Background: an optimization exercise with open tools, aiming at small area. Do not read the settings as production practice.
The RTL was checked by simulation tests, not by an equivalence proof against the original design.
Power is estimated from default activity; no workload was simulated.

## rev 12
==> flow/design.v <==
package pq_pkg;
    typedef enum logic [1:0] {
        IDLE = 2'b00,
        INS  = 2'b01,
        REM  = 2'b10
    } ctrl_state_t;
endpackage
`timescale 1ns/100ps
module value_router (
    input  logic [32-1:0] slot_key,
    input  logic [32-1:0] carry_n,
    input  logic                  compare_en,
    input  logic                  force_swap,
    output logic                  swap
);
    localparam int HALF = 32 / 2;
    logic ge_lo, ge_hi0, ge_hi1, ge;
    always_comb begin
        ge_lo  = 1'b1;
        ge_hi0 = 1'b0;
        ge_hi1 = 1'b1;
        for (int i = 0; i < HALF; i++) begin
            ge_lo = (slot_key[i] & carry_n[i]) | (ge_lo & (slot_key[i] | carry_n[i]));
        end
        for (int i = HALF; i < 32; i++) begin
            ge_hi0 = (slot_key[i] & carry_n[i]) | (ge_hi0 & (slot_key[i] | carry_n[i]));
            ge_hi1 = (slot_key[i] & carry_n[i]) | (ge_hi1 & (slot_key[i] | carry_n[i]));
        end
        ge = ge_lo ? ge_hi1 : ge_hi0;
    end
    assign swap = force_swap | (compare_en & ~ge);
endmodule
`timescale 1ns/100ps
module queue_bram (
    input  logic                  clk,
    input  logic                  load,
    input  logic [32-1:0] load_data,
    input  logic                  swap,
    output logic [32-1:0] head,
    output logic [32-1:0] carry_n
);
    localparam int RING = 16 - 1;
    logic [32-1:0] ring [RING];
    logic [32-1:0] carry;
    assign head  = ring[0];
    assign carry = ~carry_n;
    always_ff @(posedge clk) begin
        for (int i = 0; i < RING - 1; i++) ring[i] <= ring[i+1];
        ring[RING-1] <= swap ? carry : ring[0];
    end
    logic sel_load, sel_swap, sel_hold;
    assign sel_load = load;
    assign sel_swap = swap & ~load;
    assign sel_hold = ~(swap | load);
    always_ff @(posedge clk) begin
        carry_n <= ~(({32{sel_load}} & load_data)
                   | ({32{sel_swap}} & ring[0])
                   | ({32{sel_hold}} & carry));
    end
endmodule
`timescale 1ns/100ps
module queue_controller (
    input  logic       clk,
    input  logic       reset,
    input  logic       insert,
    input  logic       remove,
    output logic       load,
    output logic       compare_en,
    output logic       force_swap,
    output logic       busy,
    output logic       full,
    output logic       empty,
    output logic       data_valid
);
    localparam logic [3:0] S0   = 4'b0001;
    localparam logic [3:0] S14  = 4'b1000;
    localparam logic [3:0] ZERO = 4'b0000;
    logic       st_ins;
    logic       st_alt;
    logic [3:0] ofs;
    logic [3:0] cnt;
    logic       cnt_full;
    logic idle, ins_wait, ins_run, rem;
    logic acc_rem, at_head, at_last, at_cnt, active, done;
    logic cnt_last, cnt_zero;
    assign idle     = !st_ins && !st_alt;
    assign ins_wait = st_ins && !st_alt;
    assign ins_run  = st_ins && st_alt;
    assign rem      = !st_ins && st_alt;
    assign full     = cnt_full;
    assign empty    = (cnt == S0);
    assign busy     = !idle;
    assign at_head  = (ofs == S0);
    assign at_last  = (ofs == S14);
    assign at_cnt   = (ofs == cnt);
    assign cnt_last = (cnt == S14);
    assign cnt_zero = (cnt == ZERO);
    assign load     = idle && insert && !full;
    assign acc_rem  = idle && remove && !empty;
    assign data_valid = rem && at_head;
    assign active     = ins_run || (ins_wait && at_head);
    assign done       = active && (at_cnt || at_last);
    assign compare_en = active;
    assign force_swap = (active && at_cnt) || (data_valid && full);
    always_ff @(posedge clk) begin
        if (reset) begin
            st_ins   <= 1'b0;
            st_alt   <= 1'b0;
            ofs      <= S0;
            cnt      <= S0;
            cnt_full <= 1'b0;
        end else begin
            st_ins <= load || (st_ins && !done);
            st_alt <= acc_rem || (rem && !data_valid) || (active && !done);
            ofs <= data_valid ? S0 : {ofs[2:0], ofs[3] ^ ofs[2]};
            if (done) begin
                cnt <= {cnt[2:0], (cnt[3] ^ cnt[2]) && !cnt_last};
                if (cnt_zero) cnt_full <= 1'b1;
            end else if (data_valid) begin
                if (cnt_full) cnt_full <= 1'b0;
                else          cnt <= {(cnt[0] ^ cnt[3]) || cnt_zero, cnt[3:1]};
            end
        end
    end
endmodule
`timescale 1ns/100ps
module priority_queue_top (
    input  logic                  clk,
    input  logic                  reset,
    input  logic                  insert,
    input  logic [32-1:0] insert_data,
    input  logic                  remove,
    output logic                  busy,
    output logic                  full,
    output logic                  empty,
    output logic [32-1:0] data_out,
    output logic                  data_valid
);
    logic                  load;
    logic                  compare_en;
    logic                  force_swap;
    logic                  swap;
    logic [32-1:0] head;
    logic [32-1:0] carry_n;
    queue_controller u_ctrl (
        .clk        (clk),
        .reset      (reset),
        .insert     (insert),
        .remove     (remove),
        .load       (load),
        .compare_en (compare_en),
        .force_swap (force_swap),
        .busy       (busy),
        .full       (full),
        .empty      (empty),
        .data_valid (data_valid)
    );
    value_router u_router (
        .slot_key   (head),
        .carry_n    (carry_n),
        .compare_en (compare_en),
        .force_swap (force_swap),
        .swap       (swap)
    );
    queue_bram u_bram (
        .clk       (clk),
        .load      (load),
        .load_data (insert_data),
        .swap      (swap),
        .head      (head),
        .carry_n   (carry_n)
    );
    assign data_out = head;
endmodule
export LEC_CHECK = 0
export CAP_MARGIN = 20
export CORE_MARGIN = 2
export CORE_UTILIZATION = 70
export PLACE_DENSITY = 0.8
export SLEW_MARGIN = 20
create_clock -name core_clock -period 6.0 [get_ports {clk}]
standard.sh (not shown) runs the stock make flow with config.mk's settings and CLKGATE_MAP_FILE= SYNTH_SCRIPT=/design/flow/synth_recipe.tcl, a recipe that flattens the netlist after the stock synthesis.
==> flow/flow/run.sh <==
#!/bin/bash
# Standard layout with four changes: synthesis maps the logic with an
# area-oriented ABC script, the port buffers use the smallest buffer cell,
# the clock tree uses small clkbuf_4 leaves without dummy loads, and cells
# with slack to spare are sized down after placement.
set -euo pipefail
here=$(pwd)
# ORFS scripts as shipped, but with ABC's mapping script replaced
cp -r "$FLOW_HOME/scripts" "$here/orfs_scripts"
cp "$here/flow/abc_area.script" "$here/orfs_scripts/abc_speed.script"
export SCRIPTS_DIR="$here/orfs_scripts"
export BUFFER_PORTS_ARGS="-buffer_cell sky130_fd_sc_hd__buf_1"
export CTS_ARGS="-sink_clustering_enable -repair_clock_nets -sink_clustering_size 12 -sink_clustering_max_diameter 40 -buf_list sky130_fd_sc_hd__clkbuf_4 -dont_use_dummy_load"
export POST_RESIZE_TCL="$here/flow/downsize.tcl"
bash standard.sh > standard.log 2>&1
==> flow/flow/abc_area.script <==
strash
dc2
&get -n
&dch -f
&nf -a -R 1000
&put
topo
stime -c
==> flow/flow/downsize.tcl <==
# Size down cells that have slack to spare
log_cmd repair_timing -recover_power 100
The inputs of rev 13 differ from those of rev 12 as listed below.
diff --git a/flow/design.v b/flow/design.v
--- a/flow/design.v
+++ b/flow/design.v
@@ -48,11 +48,11 @@
         for (int i = 0; i < RING - 1; i++) ring[i] <= ring[i+1];
         ring[RING-1] <= swap ? carry : ring[0];
     end
     logic sel_load, sel_swap, sel_hold;
     assign sel_load = load;
-    assign sel_swap = swap & ~load;
+    assign sel_swap = swap;
     assign sel_hold = ~(swap | load);
     always_ff @(posedge clk) begin
         carry_n <= ~(({32{sel_load}} & load_data)
                    | ({32{sel_swap}} & ring[0])
                    | ({32{sel_hold}} & carry));
@@ -79,11 +79,11 @@
     logic       st_alt;
     logic [3:0] ofs;
     logic [3:0] cnt;
     logic       cnt_full;
     logic idle, ins_wait, ins_run, rem;
-    logic acc_rem, at_head, at_last, at_cnt, active, done;
+    logic start_ins, acc_rem, at_head, at_last, at_cnt, active, done;
     logic cnt_last, cnt_zero;
     assign idle     = !st_ins && !st_alt;
     assign ins_wait = st_ins && !st_alt;
     assign ins_run  = st_ins && st_alt;
     assign rem      = !st_ins && st_alt;
@@ -93,12 +93,13 @@
     assign at_head  = (ofs == S0);
     assign at_last  = (ofs == S14);
     assign at_cnt   = (ofs == cnt);
     assign cnt_last = (cnt == S14);
     assign cnt_zero = (cnt == ZERO);
-    assign load     = idle && insert && !full;
-    assign acc_rem  = idle && remove && !empty;
+    assign load     = idle && !full;
+    assign start_ins = load && insert;
+    assign acc_rem  = idle && remove && !insert && !empty;
     assign data_valid = rem && at_head;
     assign active     = ins_run || (ins_wait && at_head);
     assign done       = active && (at_cnt || at_last);
     assign compare_en = active;
     assign force_swap = (active && at_cnt) || (data_valid && full);
@@ -108,11 +109,11 @@
             st_alt   <= 1'b0;
             ofs      <= S0;
             cnt      <= S0;
             cnt_full <= 1'b0;
         end else begin
-            st_ins <= load || (st_ins && !done);
+            st_ins <= start_ins || (st_ins && !done);
             st_alt <= acc_rem || (rem && !data_valid) || (active && !done);
             ofs <= data_valid ? S0 : {ofs[2:0], ofs[3] ^ ofs[2]};
             if (done) begin
                 cnt <= {cnt[2:0], (cnt[3] ^ cnt[2]) && !cnt_last};
                 if (cnt_zero) cnt_full <= 1'b1;
Results
- Rev 13 has completed all stages; timing, DRC and antenna checks passed.
- Both conditions hold for rev 12: the flow ran to the end and the final layout passed the timing, design-rule and antenna checks.
- Compared with rev 12, in rev 13 utilization was more or less identical, setup slack after layout climbed 0.42 ns, register area neither gained nor lost much, layout overhead on the synthesized area roughly the same, number of antenna cells inserted climbed 1.
- Leakage power of the design: rev 13 vs rev 12 down 0.35%
- Relative to rev 12, the wire length of the first global-routing pass measured on rev 13 has increased by a few percent.
- Going from rev 12 to rev 13, the combinational power share was found to have gone down by 1.4 points.
- Diff rev 13 and rev 12: combined global-route utilization of all metal layers lower in rev 12
- In the reports for rev 13 and rev 12, the smaller worst stage delay on the critical path belongs to rev 13.

[static timing again, ports no longer ideal]
Ports are ideal in the flow. The routed layouts listed here were re-timed in OpenROAD.
Step 1 (the two cells are an assumption about what drives the block):
set clk [get_ports {clk}]
set_driving_cell -lib_cell sky130_fd_sc_hd__clkbuf_16 $clk
set_driving_cell -lib_cell sky130_fd_sc_hd__buf_2 [delete_from_list [all_inputs] $clk]
Step 2 adds t to the input delays and takes it off the output delays; t is the mean of the earliest and latest rising clock arrival at the registers after step 1. Input paths then give back, and output paths get back, about the clock's delay inside the block.
Slacks: no drivers / after step 1 / after step 2; pairs: no drivers / after step 1.
run | shift t [ns] | slack for setup (ns) | latest minus earliest clock arrival (ns)
rev 12 | 0.680 | 0.960 / 0.960 / 0.960 | 0.080 / 0.080
rev 13 | 0.688 | 1.379 / 1.379 / 1.379 | 0.043 / 0.043
After both steps every run listed still meets setup and hold.
